What follows belongs to an exercise in optimizing a design on an open flow for small area; a production flow would make more cautious choices.
In this exercise RTL edits were held to simulation tests only and were not proved equivalent to the original.
Power figures rest on the tool's default switching activity, not on a simulated workload.

## design/flow/constraint.sdc

```tcl
create_clock -name core_clock -period 5.0 [get_ports {clk}]
set_input_delay 1.0000 -clock core_clock [delete_from_list [all_inputs] [get_ports {clk}]]
set_output_delay 1.0000 -clock core_clock [all_outputs]
set_load 0.01 [all_outputs]
```

## design/flow/design.v

```verilog
module imem_loadable #(
  parameter int ADDR_WIDTH = 8,
  parameter int DATA_WIDTH = 16,
  parameter int DEPTH      = 256
) (
  input  logic                  clk,
  input  logic                  rst_n,
  input  logic                  fetch_en,
  input  logic [ADDR_WIDTH-1:0] address,
  input  logic                  load_start,
  input  logic                  load_stop,
  input  logic                  load_valid,
  input  logic [7:0]            load_byte,
  output logic [DATA_WIDTH-1:0] data,
  output logic                  data_valid,
  output logic                  load_ready,
  output logic                  load_done,
  output logic                  load_overflow,
  output logic                  cpu_hold,
  output logic [ADDR_WIDTH:0]   word_count,
  output logic [7:0]            checksum
);
  logic        load_q;      
  logic        phase_q;     
  logic [7:0]  hi_q;        
  logic [8:0]  ptr_q;
  logic [7:0]  ptrn_q;      
  logic        ovf_q;
  logic        done_q;
  logic        dv_q;
  logic [7:0]  addr_q;
  logic [7:0]  csum_q;
  logic        leave;
  logic        acc;
  logic        drop;
  logic        wr;
  logic [15:0] wdata;
  assign leave = load_q && load_stop && !load_start;
  assign acc   = load_q && load_valid && !ovf_q && !load_start && !ptr_q[8];
  assign drop  = load_q && load_valid && !ovf_q && !load_start &&  ptr_q[8];
  assign wr    = acc && phase_q;
  assign wdata = {hi_q, load_byte};
  always_ff @(posedge clk or negedge rst_n) begin
    if (!rst_n) begin
      load_q  <= 1'b0;
      phase_q <= 1'b0;
      ptr_q   <= '0;
      ptrn_q  <= '1;
      ovf_q   <= 1'b0;
      done_q  <= 1'b0;
      dv_q    <= 1'b0;
      csum_q  <= '0;
    end else begin
      load_q <= load_start || (load_q && !load_stop);
      done_q <= leave;
      dv_q   <= !load_q && fetch_en;
      if (load_start) begin
        phase_q <= 1'b0;
        ptr_q   <= '0;
        ptrn_q  <= '1;
        ovf_q   <= 1'b0;
        csum_q  <= '0;
      end else begin
        if (leave)
          phase_q <= 1'b0;
        else if (acc)
          phase_q <= !phase_q;
        if (wr) begin
          ptr_q  <= ptr_q + 9'd1;
          ptrn_q <= ptrn_q - 8'd1;
        end
        if (drop)
          ovf_q <= 1'b1;
        if (acc)
          csum_q <= csum_q + load_byte;
      end
    end
  end
  always_ff @(posedge clk) begin
    if (!phase_q)
      hi_q <= load_byte;
  end
  always_ff @(posedge clk) begin
    addr_q <= address;
  end
  logic [15:0] nwlo, nwhi, hlo, hhi, nrlo, nrhi;
  always_comb begin
    for (int k = 0; k < 16; k++) begin
      nwlo[k] = !(wr && (ptr_q[3:0] == 4'(k)));
      nwhi[k] = !(ptr_q[7:4] == 4'(k));
      hlo[k]  = wr && (~ptrn_q[3:0] == 4'(k));
      hhi[k]  = (~ptrn_q[7:4] == 4'(k));
      nrlo[k] = !(addr_q[3:0] == 4'(k));
      nrhi[k] = !(addr_q[7:4] == 4'(k));
    end
  end
  logic [255:0]      we, hold, rsel;
  logic [255:0][15:0] mem, mem_d;
  for (genvar i = 0; i < 256; i++) begin : g_row
    imem_g_nor2  u_we   (.a(nwhi[i/16]), .b(nwlo[i%16]), .y(we[i]));
    imem_g_nand2 u_hold (.a(hhi[i/16]),  .b(hlo[i%16]),  .y(hold[i]));
    imem_g_nor2  u_rsel (.a(nrhi[i/16]), .b(nrlo[i%16]), .y(rsel[i]));
    for (genvar b = 0; b < 16; b++) begin : g_bit
      imem_g_a22o u_d (.a1(mem[i][b]), .a2(hold[i]), .b1(wdata[b]), .b2(we[i]),
                       .y(mem_d[i][b]));
    end
  end
  always_ff @(posedge clk) begin
    mem <= mem_d;
  end
  for (genvar b = 0; b < 16; b++) begin : g_rd
    logic [85:0] t;
    logic [21:0] u;
    logic [5:0]  v;
    logic [1:0]  w;
    for (genvar j = 0; j < 85; j++) begin : g_t
      imem_g_a222oi u_t (.a1(mem[3*j][b]),   .a2(rsel[3*j]),
                         .b1(mem[3*j+1][b]), .b2(rsel[3*j+1]),
                         .c1(mem[3*j+2][b]), .c2(rsel[3*j+2]), .y(t[j]));
    end
    imem_g_nand2 u_t85 (.a(mem[255][b]), .b(rsel[255]), .y(t[85]));
    for (genvar m = 0; m < 21; m++) begin : g_u
      imem_g_nand4 u_u (.a(t[4*m]), .b(t[4*m+1]), .c(t[4*m+2]), .d(t[4*m+3]),
                        .y(u[m]));
    end
    imem_g_nand2 u_u21 (.a(t[84]), .b(t[85]), .y(u[21]));
    for (genvar n = 0; n < 5; n++) begin : g_v
      imem_g_nor4 u_v (.a(u[4*n]), .b(u[4*n+1]), .c(u[4*n+2]), .d(u[4*n+3]),
                       .y(v[n]));
    end
    imem_g_nor2 u_v5 (.a(u[20]), .b(u[21]), .y(v[5]));
    imem_g_nand3 u_w0 (.a(v[0]), .b(v[1]), .c(v[2]), .y(w[0]));
    imem_g_nand3 u_w1 (.a(v[3]), .b(v[4]), .c(v[5]), .y(w[1]));
    imem_g_or2   u_o  (.a(w[0]), .b(w[1]), .y(data[b]));
  end
  assign data_valid    = dv_q;
  assign load_ready    = load_q && !ovf_q;
  assign load_done     = done_q;
  assign load_overflow = ovf_q;
  assign cpu_hold      = load_q;
  assign word_count    = ptr_q;
  assign checksum      = csum_q;
endmodule
module imem_g_a22o (input logic a1, a2, b1, b2, output logic y);
  assign y = (a1 & a2) | (b1 & b2);
endmodule
module imem_g_a222oi (input logic a1, a2, b1, b2, c1, c2, output logic y);
  assign y = ~((a1 & a2) | (b1 & b2) | (c1 & c2));
endmodule
module imem_g_nand2 (input logic a, b, output logic y);
  assign y = ~(a & b);
endmodule
module imem_g_nand3 (input logic a, b, c, output logic y);
  assign y = ~(a & b & c);
endmodule
module imem_g_nand4 (input logic a, b, c, d, output logic y);
  assign y = ~(a & b & c & d);
endmodule
module imem_g_nor2 (input logic a, b, output logic y);
  assign y = ~(a | b);
endmodule
module imem_g_nor4 (input logic a, b, c, d, output logic y);
  assign y = ~(a | b | c | d);
endmodule
module imem_g_or2 (input logic a, b, output logic y);
  assign y = a | b;
endmodule
```

## design/flow/flow/run.sh

```bash
#!/bin/bash
# Own flow: the standard ORFS layout, but synthesised from a copy of the design
# in which the single-gate imem_g_* modules are instances of sky130hd cells
# (so ABC keeps the hand-built read tree and storage gates as written).
# The registers are checked against the standard synthesis; if they differ
# the standard netlist is used instead.
set -euo pipefail
W=$PWD
R=orfs/results/$FLOW_PLATFORM/imem_loadable/base

# 1. standard synthesis (reference for the registers)
bash standard.sh synth > log_synth_standard.txt 2>&1
cp $R/1_2_yosys.v ref_1_2_yosys.v

# 2. synthesis of the gate-mapped copy, in its own work folder
python3 flow/mapcells.py design.v design_mapped.v > log_mapcells.txt 2>&1
sed "s#^export VERILOG_FILES = .*#export VERILOG_FILES = $W/design_mapped.v#" config.mk > config_mapped.mk
sed -e "s#DESIGN_CONFIG=[^ ]*#DESIGN_CONFIG=$W/config_mapped.mk#" \
    -e "s#WORK_HOME=[^ ]*#WORK_HOME=$W/orfs_mapped#" standard.sh > synth_mapped.sh
bash synth_mapped.sh synth > log_synth_mapped.txt 2>&1
M=orfs_mapped/results/$FLOW_PLATFORM/imem_loadable/base/1_2_yosys.v

# 3. same registers? then lay out the mapped netlist
if python3 flow/regs.py ref_1_2_yosys.v $M > log_regs.txt 2>&1; then
  sleep 1
  cp $M $R/1_2_yosys.v
  touch $R/1_2_yosys.v
fi

# 4. the rest of the standard flow
bash standard.sh finish > log_layout.txt 2>&1
```

## design/flow/config.mk

```make
export PLATFORM = sky130hd
export DESIGN_NAME = imem_loadable
export DESIGN_NICKNAME = imem_loadable
export VERILOG_FILES = /design/flow/design.v
export SDC_FILE = /design/flow/constraint.sdc
export NUM_CORES = 4
export LEC_CHECK = 0
export CAP_MARGIN = 20
export CORE_MARGIN = 2
export CORE_UTILIZATION = 40
export SLEW_MARGIN = 20
```

## design/flow/flow/regs.py

```python
#!/usr/bin/env python3
"""Compare the flip-flops (instance name and cell type, drive strength
ignored) of two mapped netlists. usage: regs.py REF.v NEW.v; exit 1 on any
difference."""
import re
import sys


def regs(path):
    r = {}
    for m in re.finditer(r"^\s*(sky130_fd_sc_hd__(?:s?e?df\w*?|dl\w*?))_\d+\s+(\S+)\s*\(",
                         open(path).read(), re.M):
        r[m.group(2)] = m.group(1)
    return r


a, b = regs(sys.argv[1]), regs(sys.argv[2])
print(f"regs: reference {len(a)}, mapped {len(b)}")
if a != b:
    only_a = sorted(set(a) - set(b))[:10]
    only_b = sorted(set(b) - set(a))[:10]
    diff = sorted(k for k in set(a) & set(b) if a[k] != b[k])[:10]
    print("regs: MISMATCH", only_a, only_b, diff)
    sys.exit(1)
print("regs: same names and cell types")
```

## design/flow/standard.sh

```bash
#!/bin/bash
# synth_recipe.tcl (not shown) runs the flow's synth.tcl, then flattens the netlist and writes it again
# the make line also repeats each setting of config.mk as NAME=value (left out here)
make -C /OpenROAD-flow-scripts/flow DESIGN_CONFIG=/design/flow/config.mk WORK_HOME=/design/flow/orfs CLKGATE_MAP_FILE= SYNTH_SCRIPT=/design/flow/synth_recipe.tcl "${@:-finish}"
```

## design/flow/flow/mapcells.py

```python
#!/usr/bin/env python3
"""Rewrite design.v so that each single-gate module imem_g_<kind> is a
sky130hd cell instance instead of a Boolean expression.
usage: mapcells.py IN.v OUT.v"""
import re
import sys

CELLS = {
    "a22o":   ("sky130_fd_sc_hd__a22o_1",   {"a1": "A1", "a2": "A2", "b1": "B1", "b2": "B2", "y": "X"}),
    "a222oi": ("sky130_fd_sc_hd__a222oi_1", {"a1": "A1", "a2": "A2", "b1": "B1", "b2": "B2",
                                             "c1": "C1", "c2": "C2", "y": "Y"}),
    "nand2":  ("sky130_fd_sc_hd__nand2_1",  {"a": "A", "b": "B", "y": "Y"}),
    "nand3":  ("sky130_fd_sc_hd__nand3_1",  {"a": "A", "b": "B", "c": "C", "y": "Y"}),
    "nand4":  ("sky130_fd_sc_hd__nand4_1",  {"a": "A", "b": "B", "c": "C", "d": "D", "y": "Y"}),
    "nor2":   ("sky130_fd_sc_hd__nor2_1",   {"a": "A", "b": "B", "y": "Y"}),
    "nor4":   ("sky130_fd_sc_hd__nor4_1",   {"a": "A", "b": "B", "c": "C", "d": "D", "y": "Y"}),
    "or2":    ("sky130_fd_sc_hd__or2_1",    {"a": "A", "b": "B", "y": "X"}),
}

src = open(sys.argv[1]).read()
seen = set()


def repl(m):
    kind = m.group(1)
    if kind not in CELLS:
        sys.exit(f"mapcells: no cell for imem_g_{kind}")
    seen.add(kind)
    cell, pins = CELLS[kind]
    ins = [p for p in pins if p != "y"]
    conn = ", ".join(f".{pins[p]}({p})" for p in pins)
    return (f"module imem_g_{kind} (input {', '.join(ins)}, output y);\n"
            f"  {cell} g ({conn});\nendmodule")


out, n = re.subn(r"module\s+imem_g_(\w+)\b.*?endmodule", repl, src, flags=re.S)
if n != len(CELLS) or seen != set(CELLS):
    sys.exit(f"mapcells: replaced {n} modules ({sorted(seen)}), expected {sorted(CELLS)}")
open(sys.argv[2], "w").write(out)
print(f"mapcells: mapped {n} gate modules")
```

==> results of run 1 <==
==> per-stage QoR <==
step	instance area (sq um)	TNS, ns	hold slack (ns)
floorplan	140000	0	0.448
global placement	157000	-20.00	0.460
detailed placement	157000	-8.79	0.463
CTS	175000	-7.13	0.127
global route	176000	-7.79	0.187
finish	177000	-8.87	0.152
==> area by class of cell <==
| type | count | share of cell area |
|---|---|---|
| inverters | 10 | 0.000213 |
| clock buffers | 605 | 0.0708 |
| repair buffers | 1457 | 0.0764 |
| clock inverters | 179 | 0.0123 |
| well taps | 4599 | 0.0326 |
| flip-flops and latches | 4142 | 0.471 |
| multi-input cells | 6999 | 0.336 |
| diodes | 66 | 0.000936 |
==> repair_timing <==
item	in CTS	in global routing
setup endpoints to repair	16	16
hold buffers	0	0
buffers inserted	119	51
resized for setup	538	103
gates cloned	12	4
pin swaps	289	124
==> how the worst max path moves through the flow <==
stage | start | slack (ns) | depth (start not counted) | to
5_1_grt | addr_q[6]$_DFF_P_ | -0.61 | 14 | data[6]
4_1_cts | addr_q[6]$_DFF_P_ | -0.54 | 14 | data[4]
3_3_place_gp | addr_q[5]$_DFF_P_ | -2.00 | 13 | data[8]
6_report | addr_q[4]$_DFF_P_ | -0.74 | 15 | data[3]
2_1_floorplan | hi_q[0]$_DFFE_PN_ | 0.31 | 1 | mem[1000]$_DFF_P_
3_5_place_dp | addr_q[1]$_DFF_P_ | -0.88 | 13 | data[6]
==> state kept, by name, indices dropped and copies added (netlist names), 8 cells and up <==
name,cells
addr_q,8
csum_q,8
hi_q,8
mem,4096
ptr_q,9
ptrn_q,8
==> layer usage <==
metal | vias to the layer above | track usage | share of wire
li1 | 52700 | - | -
met1 | 64900 | 0.441 | 0.39
met2 | 9570 | 0.480 | 0.42
met3 | 1631 | 0.0892 | 0.12
met4 | 8 | 0.200 | 0.069
met5 | - | 0 | 0.000085
==> worst max-delay path: stages, from the launching register on <==
cell                       delay, ns
sky130_fd_sc_hd__dfxtp_4        0.36
sky130_fd_sc_hd__nor2b_4        0.13
sky130_fd_sc_hd__buf_6          0.13
sky130_fd_sc_hd__nand2_8        0.11
sky130_fd_sc_hd__buf_16         0.13
sky130_fd_sc_hd__buf_4          0.11
sky130_fd_sc_hd__buf_8          0.12
sky130_fd_sc_hd__nor2_4         0.07
sky130_fd_sc_hd__buf_4          0.15
sky130_fd_sc_hd__a222oi_1       0.53
sky130_fd_sc_hd__nand4_1        0.44
sky130_fd_sc_hd__nor4_4         0.58
sky130_fd_sc_hd__buf_4          0.25
sky130_fd_sc_hd__nand3_4        0.14
sky130_fd_sc_hd__or2_4          0.33
sky130_fd_sc_hd__buf_6          0.13
==> where the power goes <==
part	internal (mW)	switching (mW)	total, mW
logic	0.347	1.32	1.67
registers	33.1	0.0792	33.1
clock network	19.4	14.0	33.3
==> flow_metrics.env, run 1 <==
export IMPL_total_leakage_power_nw=67.1
export IMPL_first_iter_violations=24000
export IMPL_ctsHtreeMaxLevel=5
export IMPL_timing_worst_setup_path_type="flip-flop to primary output"
export IMPL_io_pins=60
export IMPL_cp_max_fo=6
export IMPL_number_of_global_route_vias_before_repair=121000
export IMPL_layoutNonFillerInstCount=18100
export IMPL_antenna_found_initial=34
export IMPL_rr_startpoint="ptr_q[8]$_DFFE_PN0P_"
export IMPL_startpoint_type_of_the_worst_setup_path="flip-flop"
export IMPL_mostFrequentLayoutCells="sky130_fd_sc_hd__a22o_1, sky130_fd_sc_hd__dfxtp_1, sky130_fd_sc_hd__a222oi_1, sky130_fd_sc_hd__buf_4, sky130_fd_sc_hd__clkbuf_16"
export IMPL_post_drt_via_cell_ratio=7.13
export IMPL_rr_endpoint="mem[2000]$_DFF_P_"
export IMPL_grt_start_max_net_pins=143
export IMPL_fin_worst_skew_ns=0.0665
export IMPL_hold_path_class="input pin to asynchronous set/reset pin"
export IMPL_status="failed layout checks"
export IMPL_grt_total_usage=0.332
export IMPL_drt_drc_violations_left=0
export IMPL_drive_above_1_share=0.189
export IMPL_fill_cells=30000
export IMPL_timing_max_slew_rel_slack=0.119
export IMPL_postRouteAntennaNets=0
export IMPL_wl_per_cell_um=34.6
export IMPL_crit_path_end_kind="primary output"
export IMPL_layout_area_overhead_vs_synth_pct=25.8
export IMPL_hpwl_um=394000
export IMPL_clkTransAtPathRegs_ns=0.07
export IMPL_die_width_um=596
export IMPL_die_height_um=596
export IMPL_syn_mean_instance_area_sq_um=12.6
export IMPL_crit_arrival_ns=4.74
export IMPL_syn_cell_area_sq_um=140000
export IMPL_drv_max_cap_violation_count=0
export IMPL_ir_drop_mv=0.309
export IMPL_finalCritPeriodShare=1.15
export IMPL_finalPower_mw=68.1
export IMPL_fmax_ghz=0.174
export IMPL_detailroute_via_count=129000
export IMPL_initial_core_util=0.402
export IMPL_failed_layout_checks="setup timing"
export IMPL_finish_net_count=13100
export IMPL_rsz_0062_raised_after_global_routing="yes"
export IMPL_cts_tree="done"
export IMPL_drt_first_pass_iters=12
export IMPL_multi_input_area_sq_um=59200
export IMPL_period_needed_ns=5.74
export IMPL_power_density_nw_per_um2=386
export IMPL_io_buffer_count=59
export IMPL_final_max_tran_viols=0
export IMPL_syn_nets=11200
export IMPL_final_core_density=0.505
export IMPL_critPathRequiredTime_ns=4.00
export IMPL_placement_setup_worst_slack_ns=-0.882
export IMPL_timing_worst_slew_pin_value_ns=1.32
export IMPL_die_area_sq_um=356000
export IMPL_core_region_area_sq_um=349000
export IMPL_numCtsBuffers=427
export IMPL_clock_tree_root_cell="sky130_fd_sc_hd__clkbuf_16"
export IMPL_hold_viol=0
export IMPL_drt_total_wl_um=625000
export IMPL_tritoncts_num_sinks=4142
export IMPL_clockBufferDepth=4
export IMPL_placed_cells_incl_taps=17000
export IMPL_grt_pass1_wl_um=886000
export IMPL_globalplace_congestion=0.983
export IMPL_regArea_sq_um=83200
export IMPL_synth_warning_count=1
export IMPL_setup_violations_final=16
export IMPL_worst_r2r_cell_count=7
export IMPL_global_route_overflow_total=0
export IMPL_synthesis_instances=11200
export IMPL_clock_insertion_delay_worst_skew_ns=1.00
export IMPL_rrSetupSlack_ns=1.09
export IMPL_core_rowCount=217
export IMPL_layout_setup_ws_ns=-0.739
==> run 2, diff against run 1 <==
--- a/design/flow/design.v
+++ b/design/flow/design.v
@@ -29,5 +29,6 @@
   logic        done_q;
   logic        dv_q;
-  logic [7:0]  addr_q;
+  logic [15:0] data_q;
+  logic [15:0] rd;
   logic [7:0]  csum_q;
   logic        leave;
@@ -82,5 +83,5 @@
   end
   always_ff @(posedge clk) begin
-    addr_q <= address;
+    data_q <= rd;
   end
   logic [15:0] nwlo, nwhi, hlo, hhi, nrlo, nrhi;
@@ -91,6 +92,6 @@
       hlo[k]  = wr && (~ptrn_q[3:0] == 4'(k));
       hhi[k]  = (~ptrn_q[7:4] == 4'(k));
-      nrlo[k] = !(addr_q[3:0] == 4'(k));
-      nrhi[k] = !(addr_q[7:4] == 4'(k));
+      nrlo[k] = !(address[3:0] == 4'(k));
+      nrhi[k] = !(address[7:4] == 4'(k));
     end
   end
@@ -126,12 +127,13 @@
     imem_g_nand2 u_u21 (.a(t[84]), .b(t[85]), .y(u[21]));
     for (genvar n = 0; n < 5; n++) begin : g_v
-      imem_g_nor4 u_v (.a(u[4*n]), .b(u[4*n+1]), .c(u[4*n+2]), .d(u[4*n+3]),
-                       .y(v[n]));
+      imem_g_or4 u_v (.a(u[4*n]), .b(u[4*n+1]), .c(u[4*n+2]), .d(u[4*n+3]),
+                      .y(v[n]));
     end
-    imem_g_nor2 u_v5 (.a(u[20]), .b(u[21]), .y(v[5]));
-    imem_g_nand3 u_w0 (.a(v[0]), .b(v[1]), .c(v[2]), .y(w[0]));
-    imem_g_nand3 u_w1 (.a(v[3]), .b(v[4]), .c(v[5]), .y(w[1]));
-    imem_g_or2   u_o  (.a(w[0]), .b(w[1]), .y(data[b]));
+    imem_g_or2  u_v5 (.a(u[20]), .b(u[21]), .y(v[5]));
+    imem_g_nor3 u_w0 (.a(v[0]), .b(v[1]), .c(v[2]), .y(w[0]));
+    imem_g_nor3 u_w1 (.a(v[3]), .b(v[4]), .c(v[5]), .y(w[1]));
+    imem_g_nand2 u_o (.a(w[0]), .b(w[1]), .y(rd[b]));
   end
+  assign data          = data_q;
   assign data_valid    = dv_q;
   assign load_ready    = load_q && !ovf_q;
@@ -151,7 +153,4 @@
   assign y = ~(a & b);
 endmodule
-module imem_g_nand3 (input logic a, b, c, output logic y);
-  assign y = ~(a & b & c);
-endmodule
 module imem_g_nand4 (input logic a, b, c, d, output logic y);
   assign y = ~(a & b & c & d);
@@ -160,8 +159,11 @@
   assign y = ~(a | b);
 endmodule
-module imem_g_nor4 (input logic a, b, c, d, output logic y);
-  assign y = ~(a | b | c | d);
+module imem_g_nor3 (input logic a, b, c, output logic y);
+  assign y = ~(a | b | c);
 endmodule
 module imem_g_or2 (input logic a, b, output logic y);
   assign y = a | b;
 endmodule
+module imem_g_or4 (input logic a, b, c, d, output logic y);
+  assign y = a | b | c | d;
+endmodule
--- a/design/flow/flow/run.sh
+++ b/design/flow/flow/run.sh
@@ -2,5 +2,6 @@
 # Own flow: the standard ORFS layout, but synthesised from a copy of the design
 # in which the single-gate imem_g_* modules are instances of sky130hd cells
-# (so ABC keeps the hand-built read tree and storage gates as written).
+# (so ABC keeps the hand-built read tree and storage gates as written), and
+# with sky130_fd_sc_hd__buf_2 as the port buffer (every port still gets one).
 # The registers are checked against the standard synthesis; if they differ
 # the standard netlist is used instead.
@@ -9,6 +10,11 @@
 R=orfs/results/$FLOW_PLATFORM/imem_loadable/base
 
+# The standard flow's config plus the port buffer cell; layout.sh is standard.sh on it
+cp config.mk config_layout.mk
+echo 'export BUFFER_PORTS_ARGS = -buffer_cell sky130_fd_sc_hd__buf_2' >> config_layout.mk
+sed -e "s#DESIGN_CONFIG=[^ ]*#DESIGN_CONFIG=$W/config_layout.mk#" standard.sh > layout.sh
+
 # 1. standard synthesis (reference for the registers)
-bash standard.sh synth > log_synth_standard.txt 2>&1
+bash layout.sh synth > log_synth_standard.txt 2>&1
 cp $R/1_2_yosys.v ref_1_2_yosys.v
 
@@ -29,3 +35,3 @@
 
 # 4. the rest of the standard flow
-bash standard.sh finish > log_layout.txt 2>&1
+bash layout.sh finish > log_layout.txt 2>&1
--- a/design/flow/flow/mapcells.py
+++ b/design/flow/flow/mapcells.py
@@ -11,8 +11,8 @@
                                              "c1": "C1", "c2": "C2", "y": "Y"}),
     "nand2":  ("sky130_fd_sc_hd__nand2_1",  {"a": "A", "b": "B", "y": "Y"}),
-    "nand3":  ("sky130_fd_sc_hd__nand3_1",  {"a": "A", "b": "B", "c": "C", "y": "Y"}),
     "nand4":  ("sky130_fd_sc_hd__nand4_1",  {"a": "A", "b": "B", "c": "C", "d": "D", "y": "Y"}),
     "nor2":   ("sky130_fd_sc_hd__nor2_1",   {"a": "A", "b": "B", "y": "Y"}),
-    "nor4":   ("sky130_fd_sc_hd__nor4_1",   {"a": "A", "b": "B", "c": "C", "d": "D", "y": "Y"}),
+    "nor3":   ("sky130_fd_sc_hd__nor3_1",   {"a": "A", "b": "B", "c": "C", "y": "Y"}),
+    "or4":    ("sky130_fd_sc_hd__or4_1",    {"a": "A", "b": "B", "c": "C", "d": "D", "y": "X"}),
     "or2":    ("sky130_fd_sc_hd__or2_1",    {"a": "A", "b": "B", "y": "X"}),
 }
--- a/design/flow/config.mk
+++ b/design/flow/config.mk
@@ -8,4 +8,9 @@
 export CAP_MARGIN = 20
 export CORE_MARGIN = 2
-export CORE_UTILIZATION = 40
+export CORE_UTILIZATION = 55
+export CTS_BUF_LIST = sky130_fd_sc_hd__clkbuf_16
+export CTS_CLUSTER_DIAMETER = 60
+export CTS_CLUSTER_SIZE = 24
+export GPL_TIMING_DRIVEN = 0
+export SETUP_SLACK_MARGIN = 0.1
 export SLEW_MARGIN = 20
==> run 2 against run 1 <==
Compared with the run above: still fails the layout checks on setup timing; critical path depth is 6 lower; sequential cell count is 8 higher; die area is 27% lower; worst setup slack better by 0.59 ns; total power is 17% lower; non-clock buffer count is 1137 lower; critical endpoint is now data_q[12]$_DFF_P_.
==> flow_metrics.env, run 2 <==
export IMPL_postRouteAntennaNets=0
export IMPL_core_region_area_sq_um=254000
export IMPL_grt_pass1_wl_um=809000
export IMPL_layout_cell_area_non_filler_sq_um=159000
export IMPL_clock_tree_root_cell="sky130_fd_sc_hd__clkbuf_16"
export IMPL_crit_path_end_kind="flip-flop"
export IMPL_placement_setup_worst_slack_ns=-1.41
export IMPL_crit_arrival_ns=5.86
export IMPL_rsz_0062_raised_after_global_routing="no"
export IMPL_timing_worst_slew_pin_value_ns=1.23
export IMPL_drive_above_1_share=0.110
export IMPL_syn_mean_instance_area_sq_um=12.6
export IMPL_largest_register="mem"
export IMPL_first_iter_violations=23200
export IMPL_io_buffer_count=58
export IMPL_drt_drc_violations_left=0
export IMPL_number_of_global_route_vias_before_repair=112000
export IMPL_globalplace_congestion=0.903
export IMPL_rr_startpoint="ptr_q[8]$_DFFE_PN0P_"
export IMPL_synth_warning_count=1
export IMPL_clkTransAtPathRegs_ns=0.10
export IMPL_critPathRequiredTime_ns=5.71
export IMPL_cpPeakStageDelay_ns=0.89
export IMPL_layoutNonFillerInstCount=15300
export IMPL_switching_portion_of_total_power=0.237
export IMPL_initial_core_util=0.553
export IMPL_final_core_density=0.627
export IMPL_critical_path_cell_count=9
export IMPL_layout_commonest_cell="sky130_fd_sc_hd__dfxtp_1"
export IMPL_cts_hold_buffers=0
export IMPL_die_height_um=509
export IMPL_fin_worst_skew_ns=0.0419
export IMPL_period_needed_ns=5.15
export IMPL_biggestRegsByFlops="mem: 4096 flops, data_q: 16 flops, ptr_q: 9 flops"
export IMPL_hold_worst_slack_ns=0.116
export IMPL_post_drt_via_cell_ratio=7.96
export IMPL_numCtsBuffers=230
export IMPL_io_pins=60
export IMPL_antenna_found_initial=46
export IMPL_tritoncts_num_sinks=4150
export IMPL_cp_max_fo=16
export IMPL_power_frac_comb=0.031
export IMPL_mostFrequentLayoutCells="sky130_fd_sc_hd__dfxtp_1, sky130_fd_sc_hd__a22o_1, sky130_fd_sc_hd__a222oi_1, sky130_fd_sc_hd__nor2_2, sky130_fd_sc_hd__nand4_1"
export IMPL_clockBufferDepth=3
export IMPL_failed_layout_checks="setup timing"
export IMPL_worst_r2r_cell_count=10
export IMPL_finalCritPeriodShare=1.03
export IMPL_drt_total_wl_um=571000
export IMPL_slowest_stage="sky130_fd_sc_hd__nand2_1"
export IMPL_die_width_um=509
export IMPL_cts_tree="done"
export IMPL_finalPower_mw=56.7
export IMPL_die_area_sq_um=259000
export IMPL_post_cts_buffers=0
export IMPL_detailroute_via_count=122000
export IMPL_place_area_sq_um=151000
export IMPL_hold_viol=0
export IMPL_timing_critical_path_from="address[4]"
export IMPL_syn_cell_area_sq_um=140000
export IMPL_grt_start_max_net_pins=83
export IMPL_finish_net_count=11700
export IMPL_core_rowCount=185
export IMPL_timing_max_slew_rel_slack=0.177
export IMPL_cp_cell_sequence="buf_2 > nor2b_1 > nand2_1 > nor2_2 > a222oi_1 > nand4_1 > or4_1 > nor3_1 > nand2_1"
export IMPL_layout_area_overhead_vs_synth_pct=13.3
export IMPL_hold_path_class="input pin to asynchronous set/reset pin"
export IMPL_most_prevalent_standard_cell_on_the_critical_path="sky130_fd_sc_hd__nand2_1"
export IMPL_timing_worst_setup_path_type="input pin to flip-flop"
export IMPL_synthesis_instances=11200
export IMPL_drv_max_cap_violation_count=0
export IMPL_startpoint_type_of_the_worst_setup_path="input pin"
export IMPL_fmax_ghz=0.194
export IMPL_fill_cells=19600
export IMPL_drt_first_pass_iters=10
export IMPL_clock_insertion_delay_worst_skew_ns=0.95
export IMPL_final_max_tran_viols=0
export IMPL_netSwitchingPower_mw=13.4
export IMPL_buffers_plus_inverters_on_the_worst_setup_path=1
export IMPL_internal_power_mw=43.3
export IMPL_timing_setup_tns_ns=-0.392
export IMPL_grt_total_usage=0.418
export IMPL_ir_drop_mv=0.411
export IMPL_placed_cells_incl_taps=14800
export IMPL_setup_violations_final=6
export IMPL_syn_nets=11200
export IMPL_multi_input_area_sq_um=58800
export IMPL_layout_setup_ws_ns=-0.152
export IMPL_ctsHtreeMaxLevel=4
export IMPL_power_frac_seq=0.584
export IMPL_hpwl_um=367000
export IMPL_total_leakage_power_nw=58.3
export IMPL_critical_path_top_delay_family="simple AND/OR/NAND/NOR gates"
export IMPL_power_density_nw_per_um2=356
export IMPL_status="failed layout checks"
export IMPL_wl_per_cell_um=37.4
export IMPL_regArea_sq_um=83300
export IMPL_p_clk_frac=0.385
export IMPL_global_route_overflow_total=0
export IMPL_largest_reg_flops=4096
==> run 2: final cells by class <==
class | instances | share of cell area
multi-input cells | 6993 | 0.370
repair buffers | 305 | 0.0304
clock buffers | 232 | 0.0365
well taps | 3366 | 0.0265
diodes | 35 | 0.000550
inverters | 11 | 0.000259
flip-flops and latches | 4150 | 0.524
plain buffers | 15 | 0.000456
clock inverters | 181 | 0.0123
==> run 2: per-layer routing <==
| layer | vias up | track usage | wire length (um) |
|---|---|---|---|
| met4 | 20 | 0.254 | 40300 |
| met2 | 9123 | 0.593 | 240000 |
| li1 | 49900 | - | - |
| met5 | - | 0.00146 | 168 |
| met3 | 1609 | 0.123 | 74200 |
| met1 | 61100 | 0.558 | 217000 |
==> run 2: path summary, 6_finish.rpt <==
kind	to	slack [ns]
min reg2reg	mem[2090]$_DFF_P_	0.48
min	csum_q[2]$_DFFE_PN0P_	0.12
min in group core_clock	load_q$_DFF_PN0_	0.28
max in group asynchronous	ptr_q[7]$_DFFE_PN0P_	4.37
max	data_q[12]$_DFF_P_	-0.15
max reg2reg	mem[3412]$_DFF_P_	0.72
==> run 2: power groups by stage <==
stage          sequential [mW]  combinational [mW]  clock [mW]
2_1_floorplan             34.1               0.189           0
3_3_place_gp              34.4               0.773           0
3_5_place_dp              33.9                1.65           0
4_1_cts                   33.1                1.65        21.9
5_1_grt                   33.2                1.72        23.1
6_report                  33.1                1.73        21.9
==> run 2: timing repair <==
action	in CTS	in global routing
hold endpoints to repair	0	0
endpoints found under the setup margin	15	3
gates resized for setup	15	3
==> run 3, diff against run 2 <==
--- a/design/flow/config.mk
+++ b/design/flow/config.mk
@@ -13,4 +13,4 @@
 export CTS_CLUSTER_SIZE = 24
 export GPL_TIMING_DRIVEN = 0
-export SETUP_SLACK_MARGIN = 0.1
+export SETUP_SLACK_MARGIN = 0.5
 export SLEW_MARGIN = 20
==> run 3 against run 2 <==
Compared with the run above: the run now finishes clean; non-clock buffer count grew 8; register-to-register slack gained 0.09 ns; worst setup slack gained 0.33 ns; design area is essentially flat; count of clock-buffer cells in the layout is the same; synthesized cell count is the same; sequential power is essentially flat; critical path type unchanged; largest power group unchanged; highest routed layer unchanged.
==> flow_metrics.env, run 3 <==
export IMPL_status="finished clean"
export IMPL_syn_cell_area_sq_um=140000
export IMPL_die_height_um=509
export IMPL_biggestRegsByFlops="mem: 4096 flops, data_q: 16 flops, ptr_q: 9 flops"
export IMPL_die_area_sq_um=259000
export IMPL_finalCritPeriodShare=0.964
export IMPL_io_pins=60
export IMPL_first_iter_violations=24200
export IMPL_netSwitchingPower_mw=13.3
export IMPL_core_rowCount=185
export IMPL_ctsHtreeMaxLevel=4
export IMPL_grt_total_usage=0.419
export IMPL_postRouteAntennaNets=0
export IMPL_fill_cells=19400
export IMPL_cts_tree="done"
export IMPL_fin_worst_skew_ns=0.0379
export IMPL_layout_commonest_cell="sky130_fd_sc_hd__dfxtp_1"
export IMPL_startpoint_type_of_the_worst_setup_path="input pin"
export IMPL_synthesis_instances=11200
export IMPL_core_region_area_sq_um=254000
export IMPL_multi_input_area_sq_um=58900
export IMPL_finalPower_mw=56.7
export IMPL_clockBufferDepth=3
export IMPL_hold_worst_slack_ns=0.133
export IMPL_cp_cell_sequence="buf_2 > nor2b_1 > nand3_4 > buf_12 > nor2_2 > a222oi_1 > nand4_1 > or4_1 > nor3_4 > nand2_1"
export IMPL_internal_power_mw=43.5
export IMPL_cp_max_fo=16
export IMPL_largest_register="mem"
export IMPL_hold_path_class="input pin to asynchronous set/reset pin"
export IMPL_regArea_sq_um=83300
export IMPL_timing_worst_slew_pin_value_ns=1.19
export IMPL_rsz_0062_raised_after_global_routing="yes"
export IMPL_clock_insertion_delay_worst_skew_ns=0.92
export IMPL_switching_portion_of_total_power=0.234
export IMPL_drv_max_cap_violation_count=0
export IMPL_setup_violations_final=0
export IMPL_initial_core_util=0.553
export IMPL_wl_per_cell_um=37.5
export IMPL_timing_setup_tns_ns=0
export IMPL_total_leakage_power_nw=58.4
export IMPL_power_frac_comb=0.030
export IMPL_clock_tree_root_cell="sky130_fd_sc_hd__clkbuf_16"
export IMPL_antenna_found_initial=49
export IMPL_cts_hold_buffers=0
export IMPL_numCtsBuffers=227
export IMPL_layout_area_overhead_vs_synth_pct=13.4
export IMPL_final_max_tran_viols=0
export IMPL_ir_drop_mv=0.374
export IMPL_clkTransAtPathRegs_ns=0.09
export IMPL_io_buffer_count=58
export IMPL_synth_warning_count=1
export IMPL_drt_drc_violations_left=0
export IMPL_power_density_nw_per_um2=356
export IMPL_cpPeakStageDelay_ns=0.84
export IMPL_hpwl_um=371000
export IMPL_p_clk_frac=0.385
export IMPL_grt_start_max_net_pins=88
export IMPL_syn_mean_instance_area_sq_um=12.6
export IMPL_grt_pass1_wl_um=810000
export IMPL_crit_arrival_ns=5.53
export IMPL_fmax_ghz=0.207
export IMPL_die_width_um=509
export IMPL_drive_above_1_share=0.110
export IMPL_global_route_overflow_total=0
export IMPL_mostFrequentLayoutCells="sky130_fd_sc_hd__dfxtp_1, sky130_fd_sc_hd__a22o_1, sky130_fd_sc_hd__a222oi_1, sky130_fd_sc_hd__nor2_2, sky130_fd_sc_hd__nand4_1"
export IMPL_globalplace_congestion=0.909
export IMPL_finish_net_count=11800
export IMPL_drt_first_pass_iters=21
export IMPL_largest_reg_flops=4096
export IMPL_worst_r2r_cell_count=9
export IMPL_period_needed_ns=4.82
export IMPL_critPathRequiredTime_ns=5.71
export IMPL_power_frac_seq=0.584
export IMPL_syn_nets=11200
export IMPL_hold_viol=0
export IMPL_detailroute_via_count=122000
export IMPL_post_drt_via_cell_ratio=7.96
export IMPL_drt_total_wl_um=574000
export IMPL_crit_path_end_kind="flip-flop"
export IMPL_tritoncts_num_sinks=4150
export IMPL_number_of_global_route_vias_before_repair=112000
export IMPL_timing_worst_setup_path_type="input pin to flip-flop"
export IMPL_timing_max_slew_rel_slack=0.205
export IMPL_slowest_stage="sky130_fd_sc_hd__or4_1"
run 3: path summary, 6_finish.rpt:
check	from	to	slack, ns
max in group asynchronous	rst_n	ptr_q[8]$_DFFE_PN0P_	4.43
max reg2reg	ptr_q[8]$_DFFE_PN0P_	mem[1873]$_DFF_P_	0.81
min	rst_n	dv_q$_DFF_PN0_	0.13
max	address[3]	data_q[12]$_DFF_P_	0.18
min reg2reg	mem[2052]$_DFF_P_	mem[2052]$_DFF_P_	0.49
min in group core_clock	fetch_en	dv_q$_DFF_PN0_	0.31
run 3: final cells by class:
class	instances	area share
diodes	44	0.000691
plain buffers	15	0.000456
clock buffers	232	0.0364
clock inverters	170	0.0121
inverters	11	0.000259
multi-input cells	6993	0.370
flip-flops and latches	4150	0.523
well taps	3366	0.0264
repair buffers	313	0.0309
run 3: worst max-delay path: cells and delay by family:
family / cells / cell delay [ns]
AOI/OAI and AO/OA: 1 / 0.72
and+or+nand+nor: 7 / 3.25
buffers and inverters: 2 / 0.50
run 3: power by group through the flow:
stage          Sequential, mW  Combinational, mW  Clock [mW]
6_report                 33.1               1.73        21.9
5_1_grt                  33.1               1.71        23.1
4_1_cts                  33.1               1.64        21.9
3_5_place_dp             33.9               1.64           0
3_3_place_gp             34.4              0.765           0
2_1_floorplan            34.1              0.189           0
run 3: timing repair:
item                       in CTS  in global routing
gates resized for setup        20                  1
buffers inserted                0                  2
setup endpoints to repair      16                  3
pin swaps                       4                  5
run 3: layer usage:
metal  share of wire  global-route usage  routed length (um)  up-vias
met5         0.00046                   0                 263        -
met4           0.071               0.266               40900       34
met3            0.13               0.127               74900     1676
met2            0.42               0.592              241000     9014
met1            0.38               0.557              217000    61000
li1                -                   -                   -    49900
run 3: through the flow:
step                 util  setup WS (ns)  instances  area [sq um]
CTS                 0.626          0.329      15200        159000
global placement    0.571          -5.22      14600        145000
floorplan               -          0.314      11200        140000
finish              0.627          0.178      15300        159000
detailed placement  0.595          -1.45      14800        151000
global route        0.627          0.474      15300        159000
==> run 4, diff against run 3 <==
--- a/design/flow/config.mk
+++ b/design/flow/config.mk
@@ -8,9 +8,9 @@
 export CAP_MARGIN = 20
 export CORE_MARGIN = 2
-export CORE_UTILIZATION = 55
+export CORE_UTILIZATION = 45
 export CTS_BUF_LIST = sky130_fd_sc_hd__clkbuf_16
-export CTS_CLUSTER_DIAMETER = 60
-export CTS_CLUSTER_SIZE = 24
+export CTS_CLUSTER_DIAMETER = 50
+export CTS_CLUSTER_SIZE = 16
 export GPL_TIMING_DRIVEN = 0
-export SETUP_SLACK_MARGIN = 0.5
+export SETUP_SLACK_MARGIN = 0.1
 export SLEW_MARGIN = 20
==> run 4 against run 3 <==
Compared with the run above: synthesized area unchanged; via count up 0.93%; clock skew is 0.048 ns higher; largest power group unchanged; largest cell class unchanged; global-route usage decreased by 6.7 points; combinational power is essentially flat; critical endpoint is now data_q[5]$_DFF_P_; critical path depth stayed put; count of clock-buffer cells in the layout up 186.
==> flow_metrics.env, run 4 <==
export IMPL_status="finished clean"
export IMPL_total_leakage_power_nw=61.6
export IMPL_drt_drc_violations_left=0
export IMPL_layout_commonest_cell="sky130_fd_sc_hd__dfxtp_1"
export IMPL_postRouteAntennaNets=0
export IMPL_hold_path_class="input pin to asynchronous set/reset pin"
export IMPL_power_density_nw_per_um2=406
export IMPL_core_region_area_sq_um=311000
export IMPL_ir_drop_mv=0.394
export IMPL_rsz_0062_raised_after_global_routing="no"
export IMPL_placement_setup_worst_slack_ns=-1.30
export IMPL_largest_register="mem"
export IMPL_synthesis_instances=11200
export IMPL_synth_warning_count=1
export IMPL_cts_tree="done"
export IMPL_antenna_found_initial=36
export IMPL_syn_cell_area_sq_um=140000
export IMPL_post_cts_buffers=0
export IMPL_layout_setup_ws_ns=0.0560
export IMPL_fill_cells=25900
export IMPL_drive_above_1_share=0.136
export IMPL_critPathRequiredTime_ns=5.76
export IMPL_io_buffer_count=58
export IMPL_grt_start_max_net_pins=87
export IMPL_timing_worst_slew_pin_value_ns=1.32
export IMPL_layout_area_overhead_vs_synth_pct=18.8
export IMPL_detailroute_via_count=123000
export IMPL_setup_violations_final=0
export IMPL_initial_core_util=0.451
export IMPL_biggestRegsByFlops="mem: 4096 flops, data_q: 16 flops, ptr_q: 9 flops"
export IMPL_first_iter_violations=21500
export IMPL_globalplace_congestion=0.884
export IMPL_number_of_global_route_vias_before_repair=115000
export IMPL_finalPower_mw=67.7
export IMPL_die_area_sq_um=317000
export IMPL_syn_nets=11200
export IMPL_numCtsBuffers=416
export IMPL_mostFrequentLayoutCells="sky130_fd_sc_hd__dfxtp_1, sky130_fd_sc_hd__a22o_1, sky130_fd_sc_hd__a222oi_1, sky130_fd_sc_hd__nor2_2, sky130_fd_sc_hd__clkbuf_16"
export IMPL_startpoint_type_of_the_worst_setup_path="input pin"
export IMPL_drv_max_cap_violation_count=0
export IMPL_wl_per_cell_um=36.0
export IMPL_io_pins=60
export IMPL_cts_hold_buffers=0
export IMPL_largest_reg_flops=4096
export IMPL_clkTransAtPathRegs_ns=0.07
export IMPL_fin_worst_skew_ns=0.0864
export IMPL_finalCritPeriodShare=0.989
export IMPL_grt_pass1_wl_um=835000
export IMPL_period_needed_ns=4.94
export IMPL_final_core_density=0.536
export IMPL_tritoncts_num_sinks=4150
export IMPL_syn_mean_instance_area_sq_um=12.6
export IMPL_clock_tree_root_cell="sky130_fd_sc_hd__clkbuf_16"
export IMPL_timing_max_slew_rel_slack=0.114
export IMPL_clockBufferDepth=4
export IMPL_drt_first_pass_iters=10
export IMPL_clock_insertion_delay_worst_skew_ns=1.02
export IMPL_die_width_um=563
export IMPL_final_max_tran_viols=0
export IMPL_crit_arrival_ns=5.70
export IMPL_cp_max_fo=16
export IMPL_post_drt_via_cell_ratio=7.48
export IMPL_drt_total_wl_um=591000
export IMPL_timing_worst_setup_path_type="input pin to flip-flop"
export IMPL_die_height_um=563
export IMPL_hold_viol=0
export IMPL_ctsHtreeMaxLevel=5
export IMPL_crit_path_end_kind="flip-flop"
export IMPL_core_rowCount=205
export IMPL_fmax_ghz=0.202
export IMPL_grt_total_usage=0.352
export IMPL_global_route_overflow_total=0
export IMPL_hpwl_um=375000
export IMPL_finish_net_count=11900
run 4: report_power, final:
part	switching [mW]	leakage (nW)	internal, mW
combinational	1.31	21.0	0.442
clock	14.9	7.02	17.9
sequential	0.0493	33.6	33.1
run 4: per-stage QoR:
| stage | cell area, sq um | cells | hold WS (ns) | TNS (ns) |
|---|---|---|---|---|
| floorplan | 140000 | 11200 | 0.448 | 0 |
| global placement | 146000 | 15400 | 0.460 | - |
| detailed placement | 152000 | 15600 | 0.462 | -16.11 |
| CTS | 167000 | 16400 | 0.0654 | 0 |
| global route | 167000 | 16400 | 0.112 | 0 |
| finish | 167000 | 16400 | 0.0631 | 0 |
run 4: layer usage:
layer | up-vias | GRT usage | routed length [um]
met4 | 20 | 0.221 | 42600
met2 | 8677 | 0.510 | 250000
met3 | 1693 | 0.0922 | 70900
met5 | - | 0 | 135
li1 | 50500 | - | -
met1 | 61900 | 0.466 | 227000
run 4: final cells by class:
class / instances / area, sq um / area share
Tap cell: 4140 / 5180 / 0.0310
Timing Repair Buffer: 317 / 5030 / 0.0301
Clock buffer: 418 / 10500 / 0.0627
Inverter: 11 / 41.3 / 0.000247
Clock inverter: 353 / 3910 / 0.0234
Sequential cell: 4150 / 83300 / 0.499
Buffer: 15 / 72.6 / 0.000435
Multi-Input combinational cell: 6993 / 58800 / 0.352
Antenna cell: 30 / 75.1 / 0.000450
run 4: critical path: stages:
cell and delay [ns]:
sky130_fd_sc_hd__buf_2 0.23, sky130_fd_sc_hd__nor2_1 0.23, sky130_fd_sc_hd__nand3_4 0.63, sky130_fd_sc_hd__buf_12 0.32
sky130_fd_sc_hd__nor2_2 0.21, sky130_fd_sc_hd__a222oi_1 0.58, sky130_fd_sc_hd__nand4_1 0.39, sky130_fd_sc_hd__or4_1 0.91
sky130_fd_sc_hd__nor3_4 0.75, sky130_fd_sc_hd__nand2_1 0.40
run 4: final timing paths:
check	start	to	slack, ns	cells past startpoint
worst max register to register	ptr_q[8]$_DFFE_PN0P_	mem[2940]$_DFF_P_	0.57	10
worst min register to register	mem[379]$_DFF_P_	mem[379]$_DFF_P_	0.48	1
min in group core_clock	fetch_en	dv_q$_DFF_PN0_	0.21	2
worst max-delay path	address[3]	data_q[5]$_DFF_P_	0.06	10
worst min-delay path	rst_n	csum_q[2]$_DFFE_PN0P_	0.06	1
max in group asynchronous	rst_n	ptr_q[4]$_DFFE_PN0P_	4.44	1
run 4: timing repair:
action	CTS	global route
hold endpoints to repair	0	0
resized for setup	7	3
endpoints found under the setup margin	10	10
==> run 5, diff against run 4 <==
--- a/design/flow/config.mk
+++ b/design/flow/config.mk
@@ -8,9 +8,9 @@
 export CAP_MARGIN = 20
 export CORE_MARGIN = 2
-export CORE_UTILIZATION = 45
+export CORE_UTILIZATION = 50
 export CTS_BUF_LIST = sky130_fd_sc_hd__clkbuf_16
-export CTS_CLUSTER_DIAMETER = 50
-export CTS_CLUSTER_SIZE = 16
+export CTS_CLUSTER_DIAMETER = 55
+export CTS_CLUSTER_SIZE = 20
 export GPL_TIMING_DRIVEN = 0
-export SETUP_SLACK_MARGIN = 0.1
+export SETUP_SLACK_MARGIN = 0.3
 export SLEW_MARGIN = 20
==> run 5 against run 4 <==
Compared with the run above: via count shrank 1.1%; synthesized cell count is the same; worst setup slack gained 0.031 ns; register-to-register slack gained 0.34 ns; first-iteration DRC count grew 4.1%; clock power shrank 16%; clock skew shrank 0.037 ns; critical path depth is the same; core utilization grew 4.7 points.
==> flow_metrics.env, run 5 <==
export IMPL_wl_per_cell_um=37.1
export IMPL_layout_cell_area_non_filler_sq_um=163000
export IMPL_rr_startpoint="ptr_q[8]$_DFFE_PN0P_"
export IMPL_clock_tree_root_cell="sky130_fd_sc_hd__clkbuf_16"
export IMPL_core_rowCount=194
export IMPL_io_pins=60
export IMPL_initial_core_util=0.503
export IMPL_synthesis_instances=11200
export IMPL_drv_max_cap_violation_count=0
export IMPL_syn_nets=11200
export IMPL_syn_mean_instance_area_sq_um=12.6
export IMPL_grt_start_max_net_pins=85
export IMPL_fmax_ghz=0.204
export IMPL_cp_cell_sequence="buf_2 > nor2_1 > nand3_4 > buf_12 > nor2_2 > a222oi_1 > nand4_1 > or4_1 > nor3_1 > nand2_1"
export IMPL_first_iter_violations=22400
export IMPL_layoutNonFillerInstCount=15800
export IMPL_cts_tree="done"
export IMPL_die_height_um=534
export IMPL_die_area_sq_um=285000
export IMPL_post_cts_buffers=0
export IMPL_cpPeakStageDelay_ns=0.96
export IMPL_io_buffer_count=58
export IMPL_layout_area_overhead_vs_synth_pct=16.2
export IMPL_critPathRequiredTime_ns=5.79
export IMPL_crit_arrival_ns=5.70
export IMPL_ctsHtreeMaxLevel=5
export IMPL_drt_total_wl_um=588000
export IMPL_finalPower_mw=62.4
export IMPL_syn_cell_area_sq_um=140000
export IMPL_numCtsBuffers=326
export IMPL_hold_path_class="input pin to asynchronous set/reset pin"
export IMPL_timing_worst_setup_path_type="input pin to flip-flop"
export IMPL_worst_setup_path_endpoint="data_q[8]$_DFF_P_"
export IMPL_postRouteAntennaNets=0
export IMPL_critical_path_top_delay_family="simple AND/OR/NAND/NOR gates"
export IMPL_drt_drc_violations_left=0
export IMPL_ir_drop_mv=0.297
export IMPL_period_needed_ns=4.91
export IMPL_timing_worst_slew_pin_value_ns=1.27
export IMPL_grt_pass1_wl_um=829000
export IMPL_globalplace_congestion=0.911
export IMPL_hold_viol=0
export IMPL_slowest_stage="sky130_fd_sc_hd__nor3_1"
export IMPL_antenna_found_initial=39
export IMPL_largest_reg_flops=4096
export IMPL_rrSetupSlack_ns=0.91
export IMPL_die_width_um=534
export IMPL_timing_max_slew_rel_slack=0.147
export IMPL_cts_hold_buffers=0
export IMPL_layout_commonest_cell="sky130_fd_sc_hd__dfxtp_1"
export IMPL_finalCritPeriodShare=0.983
export IMPL_post_drt_via_cell_ratio=7.67
export IMPL_mostFrequentLayoutCells="sky130_fd_sc_hd__dfxtp_1, sky130_fd_sc_hd__a22o_1, sky130_fd_sc_hd__a222oi_1, sky130_fd_sc_hd__nor2_2, sky130_fd_sc_hd__nand4_1"
export IMPL_place_area_sq_um=152000
export IMPL_detailroute_via_count=122000
export IMPL_power_density_nw_per_um2=382
export IMPL_critical_path_cell_count=10
export IMPL_startpoint_type_of_the_worst_setup_path="input pin"
export IMPL_grt_total_usage=0.390
export IMPL_crit_path_end_kind="flip-flop"
export IMPL_rsz_0062_raised_after_global_routing="no"
export IMPL_biggestRegsByFlops="mem: 4096 flops, data_q: 16 flops, ptr_q: 9 flops"
export IMPL_clockBufferDepth=4
export IMPL_worst_r2r_cell_count=9
export IMPL_timing_critical_path_from="address[0]"
export IMPL_core_region_area_sq_um=279000
export IMPL_drive_above_1_share=0.124
export IMPL_global_route_overflow_total=0
export IMPL_setup_violations_final=0
export IMPL_placed_cells_incl_taps=15200
export IMPL_clkTransAtPathRegs_ns=0.07
export IMPL_buffers_plus_inverters_on_the_worst_setup_path=2
export IMPL_drt_first_pass_iters=12
export IMPL_tritoncts_num_sinks=4150
export IMPL_hold_worst_slack_ns=0.0927
export IMPL_total_leakage_power_nw=60.0
export IMPL_clock_insertion_delay_worst_skew_ns=0.97
export IMPL_largest_register="mem"
export IMPL_fin_worst_skew_ns=0.0495
export IMPL_synth_warning_count=1
export IMPL_final_max_tran_viols=0
export IMPL_hpwl_um=378000
export IMPL_finish_net_count=11800
export IMPL_cp_max_fo=16
export IMPL_number_of_global_route_vias_before_repair=113000
export IMPL_rr_endpoint="mem[2639]$_DFF_P_"
export IMPL_status="finished clean"
[run 5: how the worst min path moves through the flow]
| stage | startpoint | depth (start not counted) | slack (ns) | end |
|---|---|---|---|---|
| 6_report | rst_n | 1 | 0.09 | csum_q[4]$_DFFE_PN0P_ |
| 5_1_grt | rst_n | 1 | 0.12 | csum_q[3]$_DFFE_PN0P_ |
| 4_1_cts | rst_n | 1 | 0.09 | csum_q[4]$_DFFE_PN0P_ |
| 3_5_place_dp | mem[3133]$_DFF_P_ | 1 | 0.46 | mem[3133]$_DFF_P_ |
| 3_3_place_gp | mem[1111]$_DFF_P_ | 1 | 0.46 | mem[1111]$_DFF_P_ |
| 2_1_floorplan | mem[0]$_DFF_P_ | 1 | 0.45 | mem[0]$_DFF_P_ |
[run 5: timing repair]
item                                    in CTS  in global routing
pin swaps                                    0                  0
endpoints found under the setup margin      10                  1
resized for setup                            8                  1
[run 5: final cells by class]
cell class / instances / area, sq um
Antenna cell: 53 / 133
Tap cell: 3724 / 4660
Sequential cell: 4150 / 83300
Inverter: 11 / 41.3
Clock buffer: 336 / 8410
Buffer: 15 / 72.6
Fill cell: 22400 / 116000
Clock inverter: 246 / 2690
Multi-Input combinational cell: 6993 / 58800
Timing Repair Buffer: 312 / 5020
[run 5: metal layers]
metal	routed length, um	share of wire	global-route usage
met5	117	0.00020	0.00217
met4	41900	0.071	0.247
met1	227000	0.39	0.519
met2	247000	0.42	0.553
met3	71900	0.12	0.112
[run 5: metrics by stage]
stage          utilization  setup slack (ns)  setup TNS, ns
6_report             0.584            0.0865              0
5_1_grt              0.584             0.302              0
4_1_cts              0.583             0.314              0
3_5_place_dp         0.543            -0.961         -13.34
3_3_place_gp         0.520             -5.24              -
2_1_floorplan            -             0.314              0
[run 5: power by group]
group / switching (mW) / total, mW / internal [mW] / leakage [nW]
registers: 0.0499 / 33.1 / 33.1 / 33.6
clock network: 13.7 / 27.5 / 13.8 / 5.46
logic: 1.30 / 1.74 / 0.447 / 21.0

-- afterwards: timing with drivers on the ports --
The flow's constraints put no driver on any port. The routed layouts listed below were extracted and timed again, unchanged, in two steps. Step 1 (the two cells are an assumption about what drives the block):
set clk [get_ports {clk}]
set_driving_cell -lib_cell sky130_fd_sc_hd__clkbuf_16 $clk
set_driving_cell -lib_cell sky130_fd_sc_hd__buf_2 [delete_from_list [all_inputs] $clk]
Step 2 also shifts input and output timing later by t, the mid clock arrival at the registers, as if the neighbouring blocks saw the same clock. Three values: ideal ports, drivers, drivers and shift; two values: the first two.
run	shift t [ns]	setup WS [ns]	hold WS [ns]	clock arrival spread, ns
run 1	1.073	-0.739 / -0.841 / 0.208	0.152 / 0.073 / 0.478	0.071 / 0.071
run 2	1.024	-0.152 / -0.226 / -1.249	0.116 / 0.045 / 0.481	0.049 / 0.049
run 3	1.000	0.178 / 0.136 / -0.864	0.133 / 0.061 / 0.486	0.047 / 0.046
run 4	1.070	0.056 / -0.009 / -1.079	0.063 / -0.001 / 0.480	0.092 / 0.092
run 5	1.069	0.087 / 0.121 / -0.948	0.093 / 0.009 / 0.480	0.061 / 0.061
Met with ideal ports but missed after step 2: setup timing in run 3, run 4 and run 5. The setup slack of run 4, which loses most, moves by -0.065 ns with the drivers and by -1.135 ns with both steps.
